What follows belongs to an exercise in optimizing a design on an open flow for small area; a production flow would make more cautious choices.
Only simulation tests tie the RTL to the original design; equivalence was not proved.
Power and IR drop assume default switching activity.

run A:
## register_file
module register_file #(
  parameter bit BYPASS = 1'b1
) (
  input  logic        Clock,
  input  logic        NReset,
  input  logic        WriteEnable,
  input  logic [4:0]  WriteAddr,
  input  logic [31:0] WriteData,
  input  logic [4:0]  ReadAddrA,
  input  logic [4:0]  ReadAddrB,
  output logic [31:0] ReadDataA,
  output logic [31:0] ReadDataB,
  input  logic [4:0]  DebugAddr,
  output logic [31:0] DebugData
);
Size in the first run: roughly 2800 cells after synthesis, ~1000 flip-flops, ~150 I/O pins, ~45000 sq um of cells after synthesis.
Settings: LEC_CHECK=0, CAP_MARGIN=10, CELL_PAD_IN_SITES_DETAIL_PLACEMENT=1, CELL_PAD_IN_SITES_GLOBAL_PLACEMENT=1, CORE_MARGIN=2, CORE_UTILIZATION=35, PLACE_DENSITY=0.5, SETUP_SLACK_MARGIN=0.05, SLEW_MARGIN=10, SYNTH_HIERARCHICAL=1; clock period 8.0 ns.
standard.sh (not shown) runs the stock make flow with config.mk's settings and CLKGATE_MAP_FILE= SYNTH_SCRIPT=/design/flow/synth_recipe.tcl, a recipe that flattens the netlist after the stock synthesis.
==> flow/flow/run.sh <==
#!/bin/bash
# Standard ORFS layout (standard synthesis unchanged) with smaller port buffers and a clock tree
# without dummy loads and with larger sink clusters.
set -euo pipefail
bash standard.sh \
  "BUFFER_PORTS_ARGS=-buffer_cell sky130_fd_sc_hd__buf_1" \
  "CTS_ARGS=-sink_clustering_enable -repair_clock_nets -dont_use_dummy_load -buf_list sky130_fd_sc_hd__clkbuf_16 -sink_clustering_size 24 -sink_clustering_max_diameter 100" \
  finish > standard.log 2>&1
Run A | stages: all done | timing, DRC, antenna: all pass
What run B does differently from run A at the input level:
- a change of CORE_UTILIZATION from 35 to 45
- a change of PLACE_DENSITY from 0.5 to 0.6
### Flow results
Looking at capture point of the worst path, the ReadDataA[5] result is from run A; the ReadDataB[22] one comes from run B.
Row clock-buffer cell count: run B lower / run A higher
Summary — overall global routing resource usage, run B relative to run A: higher, by 9.9 points.
Against run A, run B reports a vertical die dimension that is lower.
In the reports for run A and run B, the smaller clock latency reported for the late side of the worst-skew pair belongs to run A.
Between run B and run A, it is run B whose actual slew at the worst max-slew pin is lower, by 0.049 ns.
Setup changes, run B to run C
- PLACE_DENSITY changed from 0.6 to 0.55
- CORE_UTILIZATION changed from 45 to 40
==> notes.md <==
- Looking at highest-delay cell along the critical path, the sky130_fd_sc_hd__a222oi_1 result is from run B; the sky130_fd_sc_hd__and3_2 one comes from run C.
- Between run C and run B, it is run C whose combinational fraction of design power is lower, by 0.2 points.
- Growth of design area from synthesis to finish across run B and run C: no real change.
- Run C has worst setup slack after layout above what run B had.
The following lists how run D was set up differently from run C:
- CORE_UTILIZATION now 35, was 40
- PLACE_DENSITY now 0.5, was 0.55
==> flow/flow/run.sh <==
#!/bin/bash
# Standard ORFS layout (standard synthesis unchanged) with smaller port buffers and a clock tree
# without dummy loads and with larger sink clusters.
set -euo pipefail
bash standard.sh \
  "BUFFER_PORTS_ARGS=-buffer_cell sky130_fd_sc_hd__buf_2" \
  "CTS_ARGS=-sink_clustering_enable -repair_clock_nets -dont_use_dummy_load -buf_list sky130_fd_sc_hd__clkbuf_16 -sink_clustering_size 20 -sink_clustering_max_diameter 100" \
  finish > standard.log 2>&1
==> comparison <==
Clock power (run D vs. run C) increases by a little under 10%. Per the comparison of run D with run C, maximum cell stage delay along the critical path decreased 0.35 ns, clock latency on the worst-skew pair +0.03 ns, overall die width now larger, via count shows an increase of 918, die area rose by 14%. Comparing run D and run C, the lower total power was measured on run C. Per the comparison of run D with run C, area share of buffers outside the clock network flat; setup slack up 0.046 ns; layout buffer count excluding clock buffers down about 7%.

register_file, a different RTL version from the one above (not shown whole).
Size: roughly 2,800 cells after synthesis, about 1,000 flip-flops, ~150 I/O pins.
## register_file
module register_file #(
  parameter bit BYPASS = 1'b1
) (
  input  logic        Clock,
  input  logic        NReset,
  input  logic        WriteEnable,
  input  logic [4:0]  WriteAddr,
  input  logic [31:0] WriteData,
  input  logic [4:0]  ReadAddrA,
  input  logic [4:0]  ReadAddrB,
  output logic [31:0] ReadDataA,
  output logic [31:0] ReadDataB,
  input  logic [4:0]  DebugAddr,
  output logic [31:0] DebugData
);
==> flow/config.mk <==
export PLATFORM = sky130hd
export DESIGN_NAME = register_file
export DESIGN_NICKNAME = register_file
export VERILOG_FILES = /design/flow/design.v
export SDC_FILE = /design/flow/constraint.sdc
export NUM_CORES = 4
export LEC_CHECK = 0
export CAP_MARGIN = 10
export CELL_PAD_IN_SITES_DETAIL_PLACEMENT = 1
export CELL_PAD_IN_SITES_GLOBAL_PLACEMENT = 1
export CORE_MARGIN = 2
export CORE_UTILIZATION = 45
export PLACE_DENSITY = 0.6
export SETUP_SLACK_MARGIN = 0.05
export SLEW_MARGIN = 10
export SYNTH_HIERARCHICAL = 1
==> flow/constraint.sdc <==
create_clock -name core_clock -period 8.0 [get_ports {Clock}]
set_input_delay 1.6000 -clock core_clock [delete_from_list [all_inputs] [get_ports {Clock}]]
set_output_delay 1.6000 -clock core_clock [all_outputs]
set_load 0.01 [all_outputs]
==> flow/flow/run.sh <==
#!/bin/bash
# Standard ORFS layout (standard synthesis unchanged) with smaller port buffers and a clock tree
# without dummy loads and with larger sink clusters.
set -euo pipefail
bash standard.sh \
  "BUFFER_PORTS_ARGS=-buffer_cell sky130_fd_sc_hd__buf_2" \
  "CTS_ARGS=-sink_clustering_enable -repair_clock_nets -dont_use_dummy_load -buf_list sky130_fd_sc_hd__clkbuf_16 -sink_clustering_size 24 -sink_clustering_max_diameter 100" \
  finish > standard.log 2>&1
Edit:
==> flow/flow/run.sh (replaced) <==
#!/bin/bash
# Standard ORFS layout (standard synthesis unchanged) with smaller port buffers and a clock tree
# without dummy loads and with larger sink clusters.
set -euo pipefail
bash standard.sh \
  "BUFFER_PORTS_ARGS=-buffer_cell sky130_fd_sc_hd__buf_2" \
  "CTS_ARGS=-sink_clustering_enable -repair_clock_nets -dont_use_dummy_load -buf_list sky130_fd_sc_hd__clkbuf_16 -sink_clustering_size 20 -sink_clustering_max_diameter 100" \
  finish > standard.log 2>&1
--- a/flow/config.mk
+++ b/flow/config.mk
@@ -10,6 +10,6 @@
 export CELL_PAD_IN_SITES_GLOBAL_PLACEMENT = 1
 export CORE_MARGIN = 2
-export CORE_UTILIZATION = 45
-export PLACE_DENSITY = 0.6
+export CORE_UTILIZATION = 35
+export PLACE_DENSITY = 0.5
 export SETUP_SLACK_MARGIN = 0.05
 export SLEW_MARGIN = 10
=> Fmax climbs slightly. Worst setup slack is better by 74 ps. Routed wire length is higher by a little under a tenth. Total power increases by a few percent.

-- port drivers added, routing unchanged --
In the flow no input, the clock included, has a driving cell. The finished layouts below were timed again as built, in two steps.
Step 1, drivers: a clkbuf_16 drives Clock and a buf_2 each remaining input, both assumed.
Step 2 times the ports against the registers' clock, not the clock port: input delays grow and output delays shrink by t, the midpoint of the rising clock arrivals with the driver on.
Three values: ideal ports, drivers, drivers and shift; two values: the first two.
run	shift t [ns]	slack for setup (ns)	worst setup path at the end	worst data-port slew with drivers (ns)
run A	0.756	0.759 / 0.716 / 0.716	input to output	0.18
run B	0.760	0.823 / 0.762 / 0.762	input to output	0.12
run C	0.764	0.920 / 0.884 / 0.884	input to output	0.11
run D	0.791	0.966 / 0.947 / 0.947	input to output	0.13
the first run of note 2	0.752	1.044 / 1.021 / 1.021	input to output	0.13
the second run of note 2	0.784	1.117 / 1.096 / 1.096	input to output	0.13
After both steps every run listed still meets setup and hold. For run B, which loses most, drivers alone change the setup slack by -0.061 ns; drivers and shift together by -0.061 ns.
